This is an optimization exercise on Yosys and OpenROAD, whose aim is small area and a short achievable clock period, not a production implementation. At most, simulation tests tie the RTL to the original design; equivalence was not proved. Function not checked in runs 1 and 2: the RTL went through the layout flow alone. Power and IR drop assume default switching activity.

--- design/flow/design.v ---
package async_fifo_pkg;
    localparam int DATA_W = 8;
    localparam int ADDR_W = 8;
endpackage
module async_fifo_sync2 #(
    parameter int DEPTH = 3
) (
    input  logic i_clk,
    input  logic i_rst_n,
    input  logic i_d,
    output logic o_q
);
    logic [DEPTH-1:0] r_hist;
    always_ff @(posedge i_clk or negedge i_rst_n) begin
        if (!i_rst_n) r_hist <= '0;
        else          r_hist <= {r_hist[DEPTH-2:0], i_d};
    end
    assign o_q = r_hist[DEPTH-1];
endmodule
module async_fifo (
    input  logic       clk,
    input  logic       rst_n,
    input  logic       winc,
    input  logic [7:0] wdata,
    output logic       wfull,
    output logic       half_full,
    input  logic       rinc,
    output logic [7:0] rdata,
    output logic       rempty,
    output logic       half_empty
);
    logic [7:0]  r_mem [4][64];
    logic [15:0] r_wlo_n;       
    logic [15:0] r_whi_n;       
    logic [3:0]  r_rbank;       
    logic [7:0]  r_rlo [4];     
    logic [7:0]  r_rhi [4];     
    logic [7:0]  r_win [4];     
    logic [8:0]  r_lw;
    logic [8:0]  r_lr;
    logic        r_wfull;       
    logic        r_nfull_i;     
    logic        r_half_full;
    logic        r_nempty;      
    logic        r_empty_i;     
    logic        r_nhalf_empty;
    logic [7:0]  r_rdata;
    logic        w_push;
    logic        w_pop;
    logic        w_pop3;        
    logic        w_push3;       
    logic [8:0]  w_lw_base;
    logic [8:0]  w_lr_base;
    logic [8:0]  w_lw_next;
    logic [8:0]  w_lr_next;
    logic [15:0] w_wsel_hi_n;   
    logic [3:0]  w_head;        
    logic [7:0]  w_win [4];
    logic [7:0]  w_rdata;
    async_fifo_sync2 #(.DEPTH(3)) u_pop_hist (
        .i_clk (clk), .i_rst_n (rst_n), .i_d (w_pop), .o_q (w_pop3)
    );
    async_fifo_sync2 #(.DEPTH(3)) u_push_hist (
        .i_clk (clk), .i_rst_n (rst_n), .i_d (w_push), .o_q (w_push3)
    );
    always_comb begin
        w_push    = winc & r_nfull_i;
        w_lw_base = r_lw - 9'(w_pop3);
        w_lw_next = w_push ? w_lw_base + 9'd1 : w_lw_base;
        w_wsel_hi_n = r_whi_n | {16{~r_nfull_i}};
    end
    always_ff @(posedge clk or negedge rst_n) begin
        if (!rst_n) begin
            r_wlo_n     <= ~16'd1;
            r_whi_n     <= ~16'd1;
            r_lw        <= '0;
            r_wfull     <= 1'b0;
            r_nfull_i   <= 1'b1;
            r_half_full <= 1'b0;
        end else begin
            if (w_push) begin
                r_wlo_n <= {r_wlo_n[14:0], r_wlo_n[15]};
                if (!r_wlo_n[15]) r_whi_n <= {r_whi_n[14:0], r_whi_n[15]};
            end
            r_lw        <= w_lw_next;
            r_wfull     <= (w_lw_next == 9'd256);
            r_nfull_i   <= ~w_lw_next[8];
            r_half_full <= w_lw_next[8] | w_lw_next[7];
        end
    end
    always_ff @(posedge clk) begin
        for (int e = 0; e < 256; e++) begin
            if (!w_wsel_hi_n[e >> 4] && !r_wlo_n[e & 15]) r_mem[e & 3][e >> 2] <= wdata;
        end
    end
    always_comb begin
        w_pop     = rinc & ~r_empty_i;
        w_lr_base = r_lr + 9'(w_push3);
        w_lr_next = w_pop ? w_lr_base - 9'd1 : w_lr_base;
        w_head    = w_pop ? {r_rbank[2:0], r_rbank[3]} : r_rbank;
    end
    always_ff @(posedge clk or negedge rst_n) begin
        if (!rst_n) begin
            r_rbank      <= 4'd1;
            for (int b = 0; b < 4; b++) begin
                r_rlo[b] <= 8'd1;
                r_rhi[b] <= 8'd1;
            end
            r_lr         <= '0;
            r_nempty      <= 1'b0;
            r_empty_i     <= 1'b1;
            r_nhalf_empty <= 1'b0;
        end else begin
            if (w_pop) begin
                r_rbank <= {r_rbank[2:0], r_rbank[3]};
                for (int b = 0; b < 4; b++) begin
                    if (r_rbank[b]) begin
                        r_rlo[b] <= {r_rlo[b][6:0], r_rlo[b][7]};
                        if (r_rlo[b][7]) r_rhi[b] <= {r_rhi[b][6:0], r_rhi[b][7]};
                    end
                end
            end
            r_lr         <= w_lr_next;
            r_nempty      <= (w_lr_next != 9'd0);
            r_empty_i     <= (w_lr_next == 9'd0);
            r_nhalf_empty <= w_lr_next[8] | w_lr_next[7];
        end
    end
    always_comb begin
        for (int b = 0; b < 4; b++) begin
            w_win[b] = '0;
            for (int k = 0; k < 64; k++) begin
                w_win[b] = w_win[b] | (r_mem[b][k] & {8{r_rhi[b][k >> 3] & r_rlo[b][k & 7]}});
            end
        end
        w_rdata = '0;
        for (int b = 0; b < 4; b++) begin
            w_rdata = w_rdata | (r_win[b] & {8{w_head[b]}});
        end
    end
    always_ff @(posedge clk) begin
        for (int b = 0; b < 4; b++) r_win[b] <= w_win[b];
        r_rdata <= w_rdata;
    end
    assign rdata      = r_rdata;
    assign wfull      = r_wfull;
    assign half_full  = r_half_full;
    assign rempty     = ~r_nempty;
    assign half_empty = ~r_nhalf_empty;
endmodule
module async_fifo_1clk (
    input  logic       clk,
    input  logic       rst_n,
    input  logic       winc,
    input  logic [7:0] wdata,
    output logic       wfull,
    output logic       half_full,
    input  logic       rinc,
    output logic [7:0] rdata,
    output logic       rempty,
    output logic       half_empty
);
    async_fifo u_fifo (
        .clk        (clk),
        .rst_n      (rst_n),
        .winc       (winc),
        .wdata      (wdata),
        .wfull      (wfull),
        .half_full  (half_full),
        .rinc       (rinc),
        .rdata      (rdata),
        .rempty     (rempty),
        .half_empty (half_empty)
    );
endmodule
--- design/flow/run.sh ---
#!/bin/bash
# synth_recipe.tcl (not shown) runs the flow's synth.tcl, then flattens the netlist and writes it again
# the make line also repeats each setting of config.mk as NAME=value (left out here)
make -C /OpenROAD-flow-scripts/flow DESIGN_CONFIG=/design/flow/config.mk WORK_HOME=/design/flow/orfs CLKGATE_MAP_FILE= SYNTH_SCRIPT=/design/flow/synth_recipe.tcl finish
--- design/flow/config.mk ---
export PLATFORM = sky130hd
export DESIGN_NAME = async_fifo_1clk
export DESIGN_NICKNAME = async_fifo_1clk
export VERILOG_FILES = /design/flow/design.v
export SDC_FILE = /design/flow/constraint.sdc
export NUM_CORES = 4
export LEC_CHECK = 0
export CAP_MARGIN = 20
export CORE_MARGIN = 2
export CORE_UTILIZATION = 45
export SETUP_SLACK_MARGIN = 3.4
export SLEW_MARGIN = 20
--- design/flow/constraint.sdc ---
create_clock -name core_clock -period 6.0 [get_ports {clk}]
set_input_delay 1.2000 -clock core_clock [delete_from_list [all_inputs] [get_ports {clk}]]
set_output_delay 1.2000 -clock core_clock [all_outputs]
set_load 0.01 [all_outputs]
==> results of run 1 <==
cells in the final DEF, fill, tap and decap left out, types with 17 or more instances in the layout:
cell | Yosys | routed
clkbuf_1 | 274 | 59
a22oi_1 | 547 | 542
nand2b_1 | 22 | 17
edfxtp_1 | 2048 | 2048
nor3_1 | 29 | 20
nor2_1 | 311 | 206
a222oi_1 | 146 | 146
clkbuf_16 | 0 | 220
mux2_2 | 50 | 50
dfxtp_1 | 40 | 39
clkbuf_8 | 0 | 24
xnor2_1 | 21 | 20
a22o_1 | 145 | 145
o21ai_0 | 87 | 83
clkinv_2 | 0 | 37
clkinv_1 | 13 | 45
nand4_1 | 74 | 74
buf_6 | 2 | 34
nand3_1 | 293 | 290
clkinvlp_4 | 0 | 20
nor2_2 | 0 | 91
bufinv_16 | 0 | 17
dfrtp_4 | 0 | 22
nor4_1 | 27 | 19
dfrtp_1 | 89 | 54
inv_1 | 47 | 34
a21oi_1 | 118 | 114
nand2_1 | 178 | 177
o22ai_1 | 93 | 92
buf_4 | 1 | 215
dfstp_2 | 41 | 38
power groups by stage:
stage / Combinational (W) / Sequential, W / Clock [W]
floorplan: 0.00254 / 0.0230 / 0
global placement: 0.00643 / 0.0234 / 0
detailed placement: 0.00655 / 0.0235 / 0
CTS: 0.00668 / 0.0232 / 0.0137
global route: 0.00704 / 0.0235 / 0.0144
finish: 0.00694 / 0.0232 / 0.0137
layout make-up:
class	instances	area (µm²)
clock buffer	303	6060
fill	14597	87700
antenna	4	10.0
timing repair buffer	290	2660
multi-input combinational	2354	16000
clock inverter	110	1090
sequential	2218	65700
tap	2385	2980
inverter	61	290
cell families (layout without fill, tap and decap cells):
logic type      count (synthesis)  in the layout  share of synthesized area [%]
fa+ha+maj                       6              6                         0.0911
mux                            51             51                          0.695
xor+xnor                       29             29                          0.317
flops                        2218           2218                           79.6
other cells                     0              4                              0
compound gates               1277           1277                           11.7
simple gates                  991            991                           5.63
buf+inv                       439            764                           2.02
critical path: stages, from the launching register on:
cell and delay, ns:
dfrtp_2 0.46, buf_6 0.22, a222oi_1 0.83, o22ai_1 0.17, nor2_2 0.24, nand4_1 0.12, or4_1 0.55
path summary, 6_finish.rpt:
path                                                        from                                    end  slack (ns)  cells after the start
max                               u_fifo.r_rhi[1][1]$_DFFE_PN0P_             u_fifo.r_win[1][6]$_DFF_P_        3.25                      6
min                                                        rst_n         u_fifo.r_rhi[2][3]$_DFFE_PN0P_        0.36                      1
max reg2reg                       u_fifo.r_rhi[1][1]$_DFFE_PN0P_             u_fifo.r_win[1][6]$_DFF_P_        3.25                      6
min reg2reg                u_fifo.u_pop_hist.r_hist[0]$_DFF_PN0_  u_fifo.u_pop_hist.r_hist[1]$_DFF_PN0_        0.36                      0
max in group asynchronous                                  rst_n         u_fifo.r_rlo[0][4]$_DFFE_PN0P_        4.03                      2
min in group core_clock    u_fifo.u_pop_hist.r_hist[0]$_DFF_PN0_  u_fifo.u_pop_hist.r_hist[1]$_DFF_PN0_        0.36                      0
routing by layer:
layer,routed length [µm],track usage (%)
met5,81,0
met4,13400,11.9
met3,37200,7.13
met2,128000,45.2
met1,106000,42.1
per-stage QoR:
step | total power (W) | setup slack, ns | area (µm²) | instances | util [%]
3_3_place_gp | 0.0298 | 2.34 | 86000 | 7250 | 47.1
2_1_floorplan | 0.0256 | 3.03 | 82500 | 5011 | -
3_5_place_dp | 0.0300 | 2.26 | 86200 | 7258 | 47.2
6_report | 0.0439 | 3.25 | 94800 | 7725 | 51.9
4_1_cts | 0.0436 | 3.10 | 94100 | 7696 | 51.5
5_1_grt | 0.0449 | 3.32 | 94800 | 7721 | 51.9
Yosys cell counts, types with 40 or more instances:
library cell,instances,area share (%)
a22oi_1,547,5.0
nand4_1,74,0.56
o21ai_0,87,0.53
nand2_1,178,0.81
buf_1,99,0.45
a222oi_1,146,1.8
o22ai_1,93,0.71
a22o_1,145,1.5
inv_1,47,0.21
nand3_1,293,1.8
mux2_2,50,0.68
dfxtp_1,40,0.97
edfxtp_1,2048,75
dfrtp_1,89,2.7
nor2_1,311,1.4
a21oi_1,118,0.72
clkbuf_1,274,1.2
dfstp_2,41,1.3
sequential cells by signal (all words and copies together), names as in the netlist:
name,cells
u_fifo.r_wlo_n,16
u_fifo.r_lw,9
u_fifo.r_lr,9
u_fifo.r_rhi,32
u_fifo.r_rbank,4
u_fifo.r_nempty,1
u_fifo.r_rlo,32
u_fifo.r_rdata,8
u_fifo.r_nfull_i,1
u_fifo.r_win,32
u_fifo.r_wfull,1
u_fifo.r_half_full,1
u_fifo.r_empty_i,1
u_fifo.u_push_hist.r_hist,3
u_fifo.r_whi_n,16
u_fifo.r_nhalf_empty,1
u_fifo.u_pop_hist.r_hist,3
u_fifo.r_mem,2048
repair_timing:
action,CTS,global route
endpoints found under the setup margin,621,353
resized for setup,228,95
buffers inserted,25,22
pin swaps,22,34
==> run_results.csv, run 1 <==
group,metric,value,unit
flow_run,drv_cap,0,
sta,max_slew.worst_pin.slew,1.19,ns
finish,fin_nets,5159,
clock_network,root_buffer,"clkbuf_16",
route,drcViolationCount,0,
route,routedWlPerCell,36.9,µm
clock_network,cts_buffers,216,
sta,hold_violations,0,
pwr,p_sw,0.0130,W
sta,fin_tns_setup,0,ns
worst_setup_path,crit_required,6.72,ns
clock_network,cts-htree-levels,4,
sta,grt_setup_unrepaired,"yes",
synthesis,synth_nets,5029,
pwr,clockPowerShare,31.3,%
worst_setup_path,startpoint_type,"flip-flop",
sta,fmax,0.364,GHz
pwr,power_density,463,mW/mm²
die,initial_core_util,45.2,%
sta,finalMaxSlewViolations,0,
pwr,leakage,30.9,nW
clock_network,hold_buffers,0,
sta,setup_viol,0,
clock_network,cts.sinks,2218,
hold_path,holdCritPathClass,"input port to asynchronous set/reset pin",
global_route,grt_pass1_wl,393,mm
status,outcome,"complete, no violations",
sta,slew_headroom,20.4,%
clock_network,cts_tree,"yes",
worst_setup_path,path_class,"flip-flop to flip-flop",
die,dieHeight,432,µm
die,placementRows,157,
finish,areaGrowthSynthToFinish,15.0,%
global_route,first_global_vias,48973,
route,vias,52355,
synthesis,synthArstFlopShare,5.86,%
clock_network,max-clock-path-buffers,3,
global_route,grtUsageTotal,30.0,%
route,dr.pass1.iters,10,
pwr,ir_worst_vdd,0.322,mV
pwr,p_int,0.0309,W
placement,dp_hpwl,167,mm
worst_setup_path,critPathCaptureType,"flip-flop",
synthesis,synth-edff-count,2048,
synthesis,synthCells,5011,
die,ios,24,
sta,period_needed,2.75,ns
sta,holdWs,0.363,ns
global_route,grt_antenna_before_repair,8,
clock_network,clk_latency,0.86,ns
placement,numPortBuffers,23,
placement,routabilityCongestion,0.916,
sta,finClkSkew,0.0414,ns
synthesis,ys_warn_count,7,
pwr,swShare,29.6,%
global_route,grt-ovfl-total,0,
synthesis,synth_cell_type_count,68,
worst_setup_path,cp_max_fo,26,
route,drt-vias-per-instance,6.78,
synthesis,netlist_area,0.0824,mm²
pwr,p_comb_share,15.8,%
clock_network,clk_pin_slew_worst_paths,0.06,ns
synthesis,ys_ff_latch,2218,
synthesis,synth_top_flop_cell,"edfxtp_1",
sta,min_period_over_period,45.8,%
die,coreArea,0.182,mm²
route,ant_nets,0,
die,fp.dieArea,0.187,mm²
finish,drive_gt1_share,17.5,%
route,drt_iter0_markers,9935,
synthesis,ys_seq_area_share,79.6,%
route,routed_wl,285,mm
global_route,grt_max_degree,154,
die,die_w,432,µm
worst_setup_path,cp.arrival,3.47,ns
pwr,seq_power_share,52.9,%
synthesis,synth.avg_cell_area,16.5,µm²
==> run 2, diff against run 1 <==
--- a/design/flow/config.mk
+++ b/design/flow/config.mk
@@ -9,4 +9,4 @@
 export CORE_MARGIN = 2
 export CORE_UTILIZATION = 45
-export SETUP_SLACK_MARGIN = 3.4
+export SETUP_SLACK_MARGIN = 3.55
 export SLEW_MARGIN = 20
==> run 2 against run 1 <==
  * Still clean on timing, DRC and antenna
  * Via count is 0.16% higher
  * Power is 0.75% lower
  * Wire length increased by 1.3%
  * Synthesized area did not move
  * Worst setup slack worse by 0.019 ns
  * Clock skew decreased by 0.012 ns
  * Core utilization grew 0.60 points
==> run_results.csv, run 2 <==
group,metric,value,unit
status,outcome,"complete, no violations",
worst_setup_path,path_class,"flip-flop to flip-flop",
die,die_w,432,µm
sta,fmax,0.361,GHz
synthesis,synth-compound-area-share,11.7,%
route,drt-vias-per-instance,6.74,
clock_network,clk_pin_slew_worst_paths,0.06,ns
synthesis,synth-edff-count,2048,
clock_network,cts.sinks,2218,
placement,numPortBuffers,23,
hold_path,holdCritPathClass,"flip-flop to flip-flop",
route,vias,52439,
synthesis,synthArstFlopShare,5.86,%
sta,period_needed,2.77,ns
route,routed_wl,288,mm
finish,final_common_cell,"edfxtp_1",
synthesis,yosys-top-cells-count,"2048 x edfxtp_1, 547 x a22oi_1, 311 x nor2_1",
clock_network,hold_buffers,0,
synthesis,ys_top_cells_by_area,"edfxtp_1 75%, a22oi_1 5.0%, dfrtp_1 2.7%, nand3_1 1.8%, a222oi_1 1.8%",
synthesis,yosysMostFrequentCell,"edfxtp_1",
sta,setup_viol,0,
finish,regMostFlops,"u_fifo.r_mem",
synthesis,synth_top_area_share,74.6,%
clock_network,clk_latency,0.87,ns
worst_setup_path,path_buf_inv,0,
route,ant_nets,0,
synthesis,synthMuxAreaShare,0.695,%
pwr,power.total,0.0436,W
die,fp.dieArea,0.187,mm²
flow_run,drv_cap,0,
placement,dp_hpwl,166,mm
finish,final_util,52.5,%
synthesis,synth_top_cell_by_area,"edfxtp_1",
synthesis,synthCells,5011,
synthesis,synth-simple-area-share,5.63,%
pwr,power_density,455,mW/mm²
worst_setup_path,crit_chain,"a222oi_1, o22ai_2, a221o_1, nor4_2, nand4_1",
worst_setup_path,cp_max_fo,7,
finish,layout_common_cells,"2048 x edfxtp_1, 541 x a22oi_1, 289 x nand3_1",
clock_network,cts_tree,"yes",
sta,slew_headroom,18.9,%
synthesis,synth_cell_type_count,68,
worst_setup_path,cp.arrival,3.41,ns
global_route,grt_max_degree,155,
route,drt_iter0_markers,9884,
global_route,first_global_vias,49049,
synthesis,netlist_area,0.0824,mm²
sta,max_slew.worst_pin.slew,1.21,ns
synthesis,ys_seq_area_share,79.6,%
sta,fin_tns_setup,0,ns
worst_setup_path,crit_family,"compound AO/OA/AOI/OAI gates",
clock_network,root_buffer,"clkbuf_16",
die,placementRows,157,
clock_network,cts-htree-levels,4,
finish,areaGrowthSynthToFinish,16.3,%
worst_setup_path,slowest_stage,"a222oi_1",
clock_network,cts_buffers,216,
sta,hold_violations,0,
die,dieHeight,432,µm
synthesis,synth.avg_cell_area,16.5,µm²
synthesis,ys_ff_latch,2218,
pwr,ir_worst_vdd,0.319,mV
sta,finalMaxSlewViolations,0,
worst_setup_path,startpoint_type,"flip-flop",
finish,fin_nets,5218,
synthesis,synth_top_family_by_area,"compound AO/OA/AOI/OAI gates",
placement,routabilityCongestion,0.898,
synthesis,synth_fa_ha_area_share,0.0911,%
synthesis,synth_xor_area_share,0.317,%
synthesis,synth_top_flop_cell,"edfxtp_1",
route,routedWlPerCell,37.1,µm
die,ios,24,
sta,grt_setup_unrepaired,"yes",
route,dr.pass1.iters,8,
sta,finClkSkew,0.0292,ns
finish,largest_reg_flops,2048,
global_route,grt_pass1_wl,394,mm
pwr,leakage,31.2,nW
worst_setup_path,critPathCaptureType,"flip-flop",
finish,drive_gt1_share,20.4,%
synthesis,synth_nets,5029,
clock_network,max-clock-path-buffers,3,
global_route,grt_antenna_before_repair,13,
die,initial_core_util,45.2,%
route,drcViolationCount,0,
sta,min_period_over_period,46.1,%
worst_setup_path,crit_required,6.65,ns
global_route,grtUsageTotal,30.1,%
worst_setup_path,max_stage_delay,0.86,ns
die,coreArea,0.182,mm²
global_route,grt-ovfl-total,0,
synthesis,ys_warn_count,7,
[run 2: cell counts after synthesis]
No cell type changed its count.
[run 2: worst register-to-register path: stages, from the launching register on]
cell and delay, ns:
dfrtp_4 0.57, a222oi_1 0.87, o22ai_2 0.24, a221o_1 0.37, nor4_2 0.20, nand4_1 0.31
[run 2: path summary, 6_finish.rpt]
check	from	end	slack, ns	cells past startpoint
max	u_fifo.r_rhi[0][1]$_DFFE_PN0P_	u_fifo.r_win[0][7]$_DFF_P_	3.23	5
min	u_fifo.u_pop_hist.r_hist[0]$_DFF_PN0_	u_fifo.u_pop_hist.r_hist[1]$_DFF_PN0_	0.35	0
max reg2reg	u_fifo.r_rhi[0][1]$_DFFE_PN0P_	u_fifo.r_win[0][7]$_DFF_P_	3.23	5
min reg2reg	u_fifo.u_pop_hist.r_hist[0]$_DFF_PN0_	u_fifo.u_pop_hist.r_hist[1]$_DFF_PN0_	0.35	0
max in group asynchronous	rst_n	u_fifo.r_rhi[3][3]$_DFFE_PN0P_	4.15	2
min in group asynchronous	rst_n	u_fifo.r_rhi[2][3]$_DFFE_PN0P_	0.36	1
[run 2: stage by stage]
step | instances | worst slack [ns] | area (µm²) | hold WS [ns]
after detailed placement | 7230 | 2.32 | 85900 | 0.342
after global placement | 7222 | 2.33 | 85800 | 0.341
after CTS | 7720 | 3.32 | 94900 | 0.352
final | 7780 | 3.23 | 95900 | 0.352
after floorplan | 5011 | 3.03 | 82500 | 0.331
after global routing | 7776 | 3.26 | 95900 | 0.354
[run 2: power by group]
part           switching, W  internal, W  total [W]  leakage (nW)
Combinational       0.00604      0.00101    0.00704          6.52
Sequential          0.00109       0.0221     0.0232          21.3
Clock               0.00595      0.00739     0.0133          3.36
[run 2: cell type report]
cell class              count  area [µm²]
diodes                      4        10.0
clock buffers             307        6020
clock inverters           102         846
fillers                 14409       86600
inverters                  61         314
multi-input cells        2354       16500
flip-flops and latches   2218       65700
well taps                2385        2980
repair buffers            349        3410
[run 2: timing repair]
action,4_1_cts,5_1_grt
setup endpoints to repair,1453,259
pin swaps,45,56
cloned,1,5
hold endpoints to repair,0,0
gates resized for setup,463,87
buffers inserted,80,51
[run 2: cell families (layout without fill, tap and decap cells)]
logic type      after synthesis  count (layout)
compound gates             1277            1277
simple gates                991             991
buf+inv                     439             819
other cells                   0               4
fa+ha+maj                     6               6
flops                      2218            2218
xor+xnor                     29              29
mux                          51              51
[run 2: routing by layer]
metal  part of all wire (%)  up-vias  GRT usage [%]
met5                  0.041        -              0
met4                    5.1       16           12.9
met3                     14      722           7.81
met2                     45     4409           45.3
met1                     36    26543           41.5
li1                       -    20749              -
==> run 3, diff against run 2 <==
--- a/design/flow/design.v
+++ b/design/flow/design.v
@@ -31,6 +31,6 @@
 );
     logic [7:0]  r_mem [4][64];
-    logic [15:0] r_wlo_n;       
-    logic [15:0] r_whi_n;       
+    logic [15:0] r_wlo;         
+    logic [15:0] r_whi;         
     logic [3:0]  r_rbank;       
     logic [7:0]  r_rlo [4];     
@@ -39,10 +39,8 @@
     logic [8:0]  r_lw;
     logic [8:0]  r_lr;
-    logic        r_wfull;       
-    logic        r_nfull_i;     
+    logic        r_wfull;
     logic        r_half_full;
-    logic        r_nempty;      
-    logic        r_empty_i;     
-    logic        r_nhalf_empty;
+    logic        r_rempty;
+    logic        r_half_empty;
     logic [7:0]  r_rdata;
     logic        w_push;
@@ -54,5 +52,5 @@
     logic [8:0]  w_lw_next;
     logic [8:0]  w_lr_next;
-    logic [15:0] w_wsel_hi_n;   
+    logic [15:0] w_wsel_hi;     
     logic [3:0]  w_head;        
     logic [7:0]  w_win [4];
@@ -65,25 +63,23 @@
     );
     always_comb begin
-        w_push    = winc & r_nfull_i;
+        w_push    = winc & ~r_wfull;
         w_lw_base = r_lw - 9'(w_pop3);
         w_lw_next = w_push ? w_lw_base + 9'd1 : w_lw_base;
-        w_wsel_hi_n = r_whi_n | {16{~r_nfull_i}};
+        w_wsel_hi = r_whi & {16{~r_wfull}};
     end
     always_ff @(posedge clk or negedge rst_n) begin
         if (!rst_n) begin
-            r_wlo_n     <= ~16'd1;
-            r_whi_n     <= ~16'd1;
+            r_wlo       <= 16'd1;
+            r_whi       <= 16'd1;
             r_lw        <= '0;
             r_wfull     <= 1'b0;
-            r_nfull_i   <= 1'b1;
             r_half_full <= 1'b0;
         end else begin
             if (w_push) begin
-                r_wlo_n <= {r_wlo_n[14:0], r_wlo_n[15]};
-                if (!r_wlo_n[15]) r_whi_n <= {r_whi_n[14:0], r_whi_n[15]};
+                r_wlo <= {r_wlo[14:0], r_wlo[15]};
+                if (r_wlo[15]) r_whi <= {r_whi[14:0], r_whi[15]};
             end
             r_lw        <= w_lw_next;
-            r_wfull     <= (w_lw_next == 9'd256);
-            r_nfull_i   <= ~w_lw_next[8];
+            r_wfull     <= w_lw_next[8];
             r_half_full <= w_lw_next[8] | w_lw_next[7];
         end
@@ -91,9 +87,9 @@
     always_ff @(posedge clk) begin
         for (int e = 0; e < 256; e++) begin
-            if (!w_wsel_hi_n[e >> 4] && !r_wlo_n[e & 15]) r_mem[e & 3][e >> 2] <= wdata;
+            if (w_wsel_hi[e >> 4] && r_wlo[e & 15]) r_mem[e & 3][e >> 2] <= wdata;
         end
     end
     always_comb begin
-        w_pop     = rinc & ~r_empty_i;
+        w_pop     = rinc & ~r_rempty;
         w_lr_base = r_lr + 9'(w_push3);
         w_lr_next = w_pop ? w_lr_base - 9'd1 : w_lr_base;
@@ -108,7 +104,6 @@
             end
             r_lr         <= '0;
-            r_nempty      <= 1'b0;
-            r_empty_i     <= 1'b1;
-            r_nhalf_empty <= 1'b0;
+            r_rempty     <= 1'b1;
+            r_half_empty <= 1'b1;
         end else begin
             if (w_pop) begin
@@ -122,7 +117,6 @@
             end
             r_lr         <= w_lr_next;
-            r_nempty      <= (w_lr_next != 9'd0);
-            r_empty_i     <= (w_lr_next == 9'd0);
-            r_nhalf_empty <= w_lr_next[8] | w_lr_next[7];
+            r_rempty     <= (w_lr_next == 9'd0);
+            r_half_empty <= ~(w_lr_next[8] | w_lr_next[7]);
         end
     end
@@ -146,6 +140,6 @@
     assign wfull      = r_wfull;
     assign half_full  = r_half_full;
-    assign rempty     = ~r_nempty;
-    assign half_empty = ~r_nhalf_empty;
+    assign rempty     = r_rempty;
+    assign half_empty = r_half_empty;
 endmodule
 module async_fifo_1clk (
--- a/design/flow/config.mk
+++ b/design/flow/config.mk
@@ -9,4 +9,4 @@
 export CORE_MARGIN = 2
 export CORE_UTILIZATION = 45
-export SETUP_SLACK_MARGIN = 3.55
+export SETUP_SLACK_MARGIN = 3.4
 export SLEW_MARGIN = 20
==> run 3 against run 2 <==
  * Still clean on timing, DRC and antenna
  * Critical path depth unchanged
  * Worst setup slack better by 0.062 ns
  * Flip-flop and latch count down 3
  * Combinational power down 89%
  * Hold slack better by 0.0042 ns
  * Register-to-register slack better by 0.06 ns
  * Cell count down 0.90%
  * Critical path type unchanged
==> run_results.csv, run 3 <==
group,metric,value,unit
synthesis,synth-compound-area-share,11.8,%
sta,setup_ws,3.30,ns
synthesis,ys_top_cells_by_area,"edfxtp_1 74%, a22oi_1 5.1%, dfrtp_1 3.4%, and2_1 1.9%, a222oi_1 1.8%",
synthesis,synthMuxAreaShare,0.543,%
route,drcViolationCount,0,
worst_setup_path,path_class,"flip-flop to flip-flop",
sta,min_period_over_period,45.1,%
sta,setup_viol,0,
synthesis,synth-edff-count,2048,
finish,regMostFlops,"u_fifo.r_mem",
clock_network,cts_buffers,216,
synthesis,synthCells,4991,
synthesis,ys_seq_area_share,79.1,%
synthesis,yosysMostFrequentCell,"edfxtp_1",
pwr,ir_worst_vdd,0.284,mV
global_route,grtUsageTotal,29.5,%
synthesis,synth_fa_ha_area_share,0.0907,%
synthesis,ys_ff_latch,2215,
finish,layout_common_cells,"2048 x edfxtp_1, 554 x a22oi_1, 268 x nand3_1",
sta,grt_setup_unrepaired,"yes",
placement,place_ws,2.26,ns
route,dr.pass1.iters,8,
global_route,grt-ovfl-total,0,
route,drt_iter0_markers,9574,
synthesis,synth_top_cell_by_area,"edfxtp_1",
synthesis,synthArstFlopShare,5.73,%
finish,fin_nets,5070,
route,ant_nets,0,
sta,slew_headroom,14.9,%
clock_network,clk_pin_slew_worst_paths,0.06,ns
die,placementRows,157,
finish,areaGrowthSynthToFinish,13.6,%
finish,largest_reg_flops,2048,
worst_setup_path,crit_required,6.76,ns
clock_network,clk_latency,0.89,ns
synthesis,synth_cell_type_count,66,
die,dieHeight,433,µm
hold_path,holdCritPathClass,"flip-flop to flip-flop",
global_route,first_global_vias,48201,
placement,numPortBuffers,23,
synthesis,synth-simple-area-share,6.37,%
global_route,grt_pass1_wl,387,mm
sta,fmax,0.370,GHz
pwr,power.total,0.0313,W
sta,finalMaxSlewViolations,0,
sta,period_needed,2.70,ns
die,fp.dieArea,0.187,mm²
worst_setup_path,cp_max_fo,28,
synthesis,synth_xor_area_share,0.266,%
clock_network,cts.sinks,2215,
pwr,power_density,332,mW/mm²
hold_path,hold_depth,0,
clock_network,hold_buffers,0,
synthesis,ys_warn_count,7,
sta,hold_violations,0,
sta,max_slew.worst_pin.slew,1.28,ns
sta,fin_tns_setup,0,ns
finish,final_common_cell,"edfxtp_1",
die,initial_core_util,45.3,%
status,outcome,"complete, no violations",
die,die_w,433,µm
synthesis,synth_top_area_share,74.3,%
route,vias,51544,
finish,fill_cells,14798,
sta,finClkSkew,0.0615,ns
worst_setup_path,startpoint_type,"flip-flop",
flow_run,drv_cap,0,
global_route,grt_max_degree,142,
finish,drive_gt1_share,14.0,%
worst_setup_path,reg2reg_depth,5,
die,ios,24,
synthesis,synth.avg_cell_area,16.6,µm²
clock_network,max-clock-path-buffers,3,
placement,dp_hpwl,165,mm
worst_setup_path,cp.arrival,3.46,ns
synthesis,netlist_area,0.0828,mm²
placement,routabilityCongestion,0.905,
route,routed_wl,281,mm
hold_path,worstHoldStart,"u_fifo.u_pop_hist.r_hist[1]$_DFF_PN0_",
worst_setup_path,r2r_start,"u_fifo.r_rlo[2][0]$_DFFE_PN1P_",
synthesis,synth_nets,5009,
pwr,leakage,29.4,nW
clock_network,cts-htree-levels,4,
route,routedWlPerCell,36.4,µm
synthesis,synth_top_flop_cell,"edfxtp_1",
worst_setup_path,critPathCaptureType,"flip-flop",
clock_network,cts_tree,"yes",
route,drt-vias-per-instance,6.69,
synthesis,yosys-top-cells-count,"2048 x edfxtp_1, 558 x a22oi_1, 296 x clkbuf_1",
global_route,grt_antenna_before_repair,17,
die,coreArea,0.183,mm²
synthesis,synth_top_family_by_area,"compound AO/OA/AOI/OAI gates",
clock_network,root_buffer,"clkbuf_16",
worst_setup_path,crit_path_start,"u_fifo.r_rlo[2][0]$_DFFE_PN1P_",
==> run 3: changes by cell type in the layout (fill, tap and decap cells not counted), sizes merged, moves of 22 or more <==
| cell | before | now |
|---|---|---|
| and2 | 2 | 258 |
| nand3 | 293 | 271 |
| clkbuf | 312 | 279 |
| buf | 341 | 184 |
| dfrtp | 89 | 114 |
| dfstp | 41 | 13 |
| o22ai | 93 | 68 |
| nand2 | 179 | 248 |
| nor2 | 311 | 59 |
==> run 3: through the flow <==
stage                     hold slack, ns  cells  cell area, µm²  util, %
after floorplan                    0.331   4991           82800        -
after global placement             0.335   7259           86000     47.0
after detailed placement           0.338   7259           86000     47.0
after CTS                          0.353   7686           93600     51.2
after global routing               0.363   7703           94100     51.4
final                              0.356   7710           94100     51.4
==> run 3: per-layer routing <==
layer | wire [µm] | vias up | track usage, %
met1 | 107000 | 26544 | 41.3
li1 | - | 20437 | -
met3 | 33900 | 614 | 6.57
met2 | 128000 | 3937 | 45.1
met5 | 73 | - | 0
met4 | 11700 | 12 | 11.0
==> run 3: logic make-up after synthesis <==
kind of cell    count (synthesis)
compound gates               1291
xor+xnor                       23
fa+ha+maj                       6
buf+inv                       402
flops                        2215
mux                            40
simple gates                 1014
==> run 3: layout make-up <==
class	count	area [µm²]	area share, %
Clock inverter	126	1110	1.18
Timing Repair Buffer	187	1830	1.94
Clock buffer	278	5830	6.20
Multi-Input combinational cell	2374	16300	17.4
Tap cell	2464	3080	3.28
Sequential cell	2215	65600	69.7
Inverter	58	264	0.281
Antenna cell	8	20.0	0.0213
==> run 3: where the power goes <==
part	total, W	switching (W)	internal (W)
logic	0.000794	0.000564	0.000230
registers	0.0170	0.0000818	0.0169
clock network	0.0134	0.00594	0.00751
==> run 3: path summary, 6_finish.rpt <==
| path | to | slack (ns) |
|---|---|---|
| worst max-delay path | u_fifo.r_win[2][2]$_DFF_P_ | 3.30 |
| worst min-delay path | u_fifo.u_pop_hist.r_hist[2]$_DFF_PN0_ | 0.36 |
| worst max register to register | u_fifo.r_win[2][2]$_DFF_P_ | 3.30 |
| worst min register to register | u_fifo.u_pop_hist.r_hist[2]$_DFF_PN0_ | 0.36 |
| max in group asynchronous | u_fifo.r_rlo[3][7]$_DFFE_PN0P_ | 4.33 |
| min in group asynchronous | u_fifo.r_lr[7]$_DFF_PN0_ | 0.41 |
==> run 3: critical path, cell delays in order, from the launching register on <==
cell,delay [ns]
dfstp_2,0.51
buf_4,0.43
clkinvlp_4,0.49
o21ai_0,0.65
nor4_1,0.15
nand4_1,0.35
==> run 3: what timing repair did <==
| action | CTS | global route |
|---|---|---|
| buffers inserted | 23 | 16 |
| pin swaps | 17 | 21 |
| resized for setup | 222 | 58 |
| setup endpoints to repair | 1077 | 96 |

[what the ideal ports hide]
No port has a modelled driver above. Below, the same layouts with a new extraction and two added sets of constraints. Step 1, drivers: a clkbuf_16 drives clk and a buf_2 each remaining input, both assumed. Step 2, shift: input delay + t, output delay - t, t = (earliest + latest rising clock arrival at the registers) / 2. This alone moves slack from input paths to output paths. Slacks: no drivers / after step 1 / after step 2; pairs: no drivers / after step 1.
run | shift t [ns] | slack for setup (ns) | hold slack, ns | worst setup path at the end
run 1 | 0.919 | 3.252 / 3.252 / 2.626 | 0.363 / 0.332 / 0.364 | input to register
run 2 | 0.938 | 3.233 / 3.233 / 2.633 | 0.352 / 0.352 / 0.352 | input to register
run 3 | 0.939 | 3.295 / 3.217 / 2.693 | 0.356 / 0.356 / 0.356 | input to register
After both steps every run listed still meets setup and hold. The setup slack of run 1, which loses most, moves by 0.000 ns with the drivers and by -0.626 ns with both steps.
